Context: an optimization exercise on an open-source flow, tuned for small area, a short achievable clock period and few clock cycles. The choices shown serve that exercise and are no tape-out recipe. Where RTL was checked, it was by simulation tests only, not by an equivalence proof against the original. No activity file was given, so power comes from the tool's default toggle rates.

## tcp_timestamp_option_finder
module tcp_timestamp_option_finder
(
  input  logic        clk,
  input  logic        rst,
  input  logic        in_valid,
  output logic        in_ready,
  input  logic [7:0]  data_byte,
  input  logic        first_byte,
  input  logic        last_byte,
  input  logic [15:0] total_length,
  output logic        out_valid,
  input  logic        out_ready,
  output logic        found,
  output logic [7:0]  option_kind,
  output logic [7:0]  option_length,
  output logic [31:0] ts_value,
  output logic [31:0] ts_echo
);
  localparam logic [1:0] PH_WAIT = 2'd0;
  localparam logic [1:0] PH_LEN  = 2'd1;
  localparam logic [1:0] PH_CAP  = 2'd2;
  localparam logic [1:0] PH_DONE = 2'd3;
  logic        fv;
  logic [7:0]  fd;
  logic        ff;
  logic        fl;
  logic        ffail;      
  logic [15:0] pos9;       
  logic        pos_ovf;    
  logic [7:0]  cnt;        
  logic [1:0]  phase;
  logic [71:0] res;        
  logic        take;
  logic        go;
  logic        harmless;
  logic [15:0] q;
  logic        q_ovf;
  logic [1:0]  ph;
  logic [7:0]  c;
  logic        fail;
  logic        d_le1;
  logic        in_le1;
  logic [7:0]  in_x;
  logic        hit, miss, settle;
  logic [1:0]  phase_n;
  logic [7:0]  cnt_n;
  ...
clock: 6.0 ns
lec_check: 0
cap_margin: 20
core_margin: 2
core_utilization: 40
place_density: 0.6
slew_margin: 20
run.sh (not shown) runs the stock make flow with config.mk's settings and CLKGATE_MAP_FILE= SYNTH_SCRIPT=/design/flow/synth_recipe.tcl, a recipe that flattens the netlist after the stock synthesis.
The first run finished clean.
Edit:
Settings changed: ABC_CLOCK_PERIOD_IN_PS set to 2000, SETUP_SLACK_MARGIN set to 3.8.
Count of clock-buffer cells in the layout does not change. Global-route usage is higher by 3.0 points. Synthesized cell count stays the same. Total power is higher by a few percent.
Edit:
Settings changed: SETUP_SLACK_MARGIN 3.8 to not set.
Effect: Synthesized cell count stays the same. Routed wire length falls by 12%. Cell area fell by 11%. Critical path depth rises by 1. Power goes down by 3.7%. Fmax drops by 18%. Area after synthesis does not change. Final cell count decreases by 7.5%. Worst hold slack gets better by 0.0096 ns. Via count fell by 6.0%. Utilization fell by 6.3 points.
Function was not checked in any run of this note: the RTL went through the layout flow alone.

---

Another version of the RTL of tcp_timestamp_option_finder (not shown whole).
Size: roughly 500 cells after synthesis, ~120 flip-flops, about 110 I/O pins, about 0.0049 mm^2 of cells after synthesis.
clock: 6.0 ns
lec_check: 0
cap_margin: 20
core_margin: 2
core_utilization: 40
cts_buf_list: sky130_fd_sc_hd__clkbuf_8
place_density: 0.6
setup_slack_margin: 3.6
slew_margin: 20
standard.sh (not shown) runs the stock make flow with config.mk's settings and CLKGATE_MAP_FILE= SYNTH_SCRIPT=/design/flow/synth_recipe.tcl, a recipe that flattens the netlist after the stock synthesis.
==> flow/flow/run.sh <==
#!/bin/bash
# Layout flow: the standard ORFS flow with two changes.
# - Synthesis leaves adders to abc (no ADDER_MAP_FILE): the design's only arithmetic is a
#   bound check written as a carry tree and two counters, which abc maps faster than the
#   full-adder cells. Registers are mapped exactly as in the standard synthesis.
# - The port buffers that placement inserts are plain sky130_fd_sc_hd__buf_1 cells (ORFS
#   otherwise picks a delay buffer).
# Every ORFS step keeps its own log under orfs/logs/; make's output goes to standard.log.
set -euo pipefail
cd "$(dirname "$0")/.."
export ADDER_MAP_FILE=
export BUFFER_PORTS_ARGS="-buffer_cell sky130_fd_sc_hd__buf_1"
bash standard.sh > standard.log 2>&1
The first run produced a clean layout.
Testbench counts at the start, summed over its fixed seeds: cycles 24,217.
Rerun with:
--- a/flow/config.mk
+++ b/flow/config.mk
@@ -11,4 +11,4 @@
 export CTS_BUF_LIST = sky130_fd_sc_hd__clkbuf_8
 export PLACE_DENSITY = 0.6
-export SETUP_SLACK_MARGIN = 3.6
+export SETUP_SLACK_MARGIN = 3.8
 export SLEW_MARGIN = 20
Routed wire length goes up by a few percent.
First-iteration DRC count goes up by a quarter to a third.
Worst setup slack improves by 0.029 ns.
Area after synthesis is unchanged.
Die area is unchanged.
Design area goes up by a few percent.
Final cell count goes up slightly.
Count of clock-buffer cells in the layout goes up by 2.
Flip-flop and latch count does not change.
Utilization goes up by 3.0 points.
Synthesized cell count does not change.

---

tcp_timestamp_option_finder, a different RTL version from the one above (not shown whole).
Size in the first run: ~530 cells after synthesis, roughly 120 flip-flops, ~110 I/O pins, ~0.0051 sq mm of cells after synthesis.
export LEC_CHECK = 0
export CAP_MARGIN = 20
export CORE_MARGIN = 2
export CORE_UTILIZATION = 40
export CTS_BUF_LIST = sky130_fd_sc_hd__clkbuf_8
export PLACE_DENSITY = 0.6
export SETUP_SLACK_MARGIN = 3.4
export SLEW_MARGIN = 20
create_clock -name core_clock -period 6.0 [get_ports {clk}]
Scripts as last shown in full above: flow/flow/run.sh
The starting point passed the timing, design-rule and antenna checks.
==> next run, changes <==
Settings changed: SETUP_SLACK_MARGIN 3.4 to 4.0.
What happened: The new run finished clean. Critical path depth falls by 1. Non-clock buffer count rises by 105. Count of clock-buffer cells in the layout fell by 2. Wire length climbs by 19%. Worst setup slack improved by 0.096 ns. Final area goes up by about 28%. Global-route usage rose by 2.9 points. Core utilization grows by 14 points. Combinational power goes up by about 27%. Synthesized cell count stays the same. Synthesized area stays the same.
==> next run, changes <==
Settings changed: CTS_CLUSTER_DIAMETER set to 80, CTS_CLUSTER_SIZE set to 30, SETUP_SLACK_MARGIN 4.0 to 3.6.
Outcome: Via count came out lower by 10%; sequential power barely changes; cell area came out lower by 22%; first-iteration DRC count came out lower by 6.1%; worst setup slack loses 0.060 ns; utilization came out lower by 13 points; synthesized area is unchanged; maximum frequency came out lower by 2.4%; cell count came out lower by 10%; count of clock-buffer cells in the layout came out higher by 2.
No functional check of the RTL was part of any run of this note.

---

Setup of onyx:
tcp_timestamp_option_finder, a different RTL version from the one above (not shown whole).
Size: roughly 110 I/O pins, ~5400 um^2 of cells after synthesis.
export LEC_CHECK = 0
export ABC_AREA = 1
export CAP_MARGIN = 20
export CORE_MARGIN = 2
export CORE_UTILIZATION = 60
export CTS_BUF_LIST = sky130_fd_sc_hd__clkbuf_8
export PLACE_DENSITY = 0.75
export SETUP_SLACK_MARGIN = 3.75
export SLEW_MARGIN = 20
create_clock -name core_clock -period 6.0 [get_ports {clk}]
Scripts as last shown in full above: flow/flow/run.sh
Testbench counts of onyx, summed over its fixed seeds: cycles 24,217.
Edits applied to the flow inputs when going from onyx to garnet:
- SETUP_SLACK_MARGIN now 3.85, was 3.75
- ABC_AREA no longer set, was 1
## What came out
Detailed-route wire length shrinks by a little under 10% when moving from onyx to garnet. garnet -> onyx: number of primary I/O pins delta 0, exact match. Looking at class of the most critical setup path, the in -> reg result is from garnet; the reg -> out one comes from onyx. garnet against onyx: setup slack shrank by 0.048 ns; area taken by flip-flops and latches grew by about 3.3%.
#### Input delta (maple over garnet)
- ABC_AREA: unset -> 1
- SETUP_SLACK_MARGIN: 3.85 -> 3.5
### Flow results
For the count of filler cells inserted in the layout, maple came in 32% higher than garnet did. maple reports a lower pin slew with the least headroom to its limit than garnet does. Taking garnet as the reference, in maple setup slack fell by 0.073 ns; share of the synthesized area in compound gates (AO/OA/AOI/OAI) dropped 7.8 points; final routed wirelength across all metal layers rose by 14%; inserted tap cell count higher; largest stage delay on the critical path moved up. Going from garnet to maple, the number of vias after detailed routing was found to have gone up by 18%. Taking garnet as the reference, in maple number of cells in the design after placement higher, relative area of non-clock buffer cells in the final design lower. maple finished all stages; the layout is clean.
--- input diff maple..tundra ---
- swapping 3.5 for 3.75 in SETUP_SLACK_MARGIN
- clearing ABC_AREA, which used to be 1
- swapping 60 for 65 in CORE_UTILIZATION
- swapping 0.75 for 0.78 in PLACE_DENSITY
==> comparison <==
Design area: tundra better than maple. Comparing maple and tundra, the higher met1 usage is on maple. Going from maple to tundra, total setup buffers inserted after CTS grows by 7. Buffering stage count on the worst path with inverters included: tundra vs maple up 2. Going from maple to tundra, area of the die shrank by more than 10%. maple reports its source of the critical timing path as out_valid while tundra reports in_valid. On tundra: power is 0.000012 W lower than what maple gave. Compared to maple, tundra has sequential share of layout area 1.0 points higher. Summary of tundra over maple: minimum period implied by the final worst setup slack went down, utilization went up 8.5 points.
Changes in yarrow relative to tundra:
- PLACE_DENSITY now 0.75, was 0.78
- GPL_ROUTABILITY_DRIVEN now 0, previously not set
- CORE_UTILIZATION now 60, was 65
--- outcome ---
yarrow ended with less global routing usage summed across all routing layers than tundra. Looking at minimum clock period after layout, yarrow sits 0.040 ns lower than tundra does. yarrow ended up with a higher standard-cell row count than tundra did. The power in the clock group in yarrow was lower than what tundra gave. Switching power of the nets ended up 0.000013 W lower on yarrow than on tundra. Worst setup slack: tundra and yarrow compared, higher one is yarrow. yarrow reached the end of the flow, and the finished layout is clean on the timing, design-rule and antenna checks. Of tundra and yarrow, tundra shows the higher wire length of the first global-routing pass, with yarrow below it.
Changes in pepper relative to yarrow:
- a change of PLACE_DENSITY from 0.75 to 0.7
- a change of SETUP_SLACK_MARGIN from 3.75 to 3.6
- a deleted GPL_ROUTABILITY_DRIVEN that had been 0
- a change of CORE_UTILIZATION from 60 to 50
Between yarrow and pepper, the difference in fraction of area in non-clock buffers is negligible. On register-to-register slack, the lower figure sits with pepper, not yarrow. Count of plain and timing-repair buffers in pepper vs yarrow: down 0.85%. pepper: final instance area 46 um^2 above yarrow. Instance count along the most critical hold path: higher on pepper. The most frequent standard cell in the layout excluding fill and tap cells comes out sky130_fd_sc_hd__dfxtp_1 in one run and sky130_fd_sc_hd__buf_1 in the other, namely in yarrow and pepper respectively. Data required time of the critical path: pepper < yarrow.

[what the ideal ports hide]
How much do the figures lean on ideal ports? The routed layouts below were timed once more, with nothing changed but the port constraints. Step 1 assumes that a clkbuf_16 drives the clock port and a buf_2 every other input. Step 2 adds t to the input delays and takes it off the output delays; t is the mean of the earliest and latest rising clock arrival at the registers after step 1. Input paths then give back, and output paths get back, about the clock's delay inside the block. a / b / c = ideal / step 1 / step 2; a / b = the first two.
run | t, ns | setup slack, ns | worst setup path at the end | cell pins on the clock port's net
the first run of note 1 | 0.446 | 1.092 / 1.111 / 0.665 | input to register | 1
the second run of note 1 | 0.450 | 1.976 / 1.974 / 1.524 | input to register | 1
the third run of note 1 | 0.446 | 1.092 / 1.111 / 0.665 | input to register | 1
the first run of note 2 | 0.454 | 3.606 / 3.612 / 3.159 | input to register | 1
the second run of note 2 | 0.451 | 3.635 / 3.610 / 3.160 | input to register | 1
the first run of note 3 | 0.467 | 3.494 / 3.509 / 3.042 | input to register | 1
the second run of note 3 | 0.468 | 3.590 / 3.590 / 3.172 | input to register | 1
the third run of note 3 | 0.464 | 3.530 / 3.543 / 3.079 | input to register | 1
onyx | 0.458 | 3.838 / 3.805 / 3.409 | input to register | 1
garnet | 0.442 | 3.790 / 3.801 / 3.359 | input to register | 1
maple | 0.455 | 3.717 / 3.682 / 3.273 | input to register | 1
tundra | 0.451 | 3.759 / 3.767 / 3.317 | input to register | 1
yarrow | 0.442 | 3.799 / 3.782 / 3.368 | input to register | 1
pepper | 0.454 | 3.708 / 3.675 / 3.306 | input to register | 1
After both steps setup and hold are still met in every run listed. For the second run of note 2, which loses most, drivers alone change the setup slack by -0.025 ns; drivers and shift together by -0.475 ns.
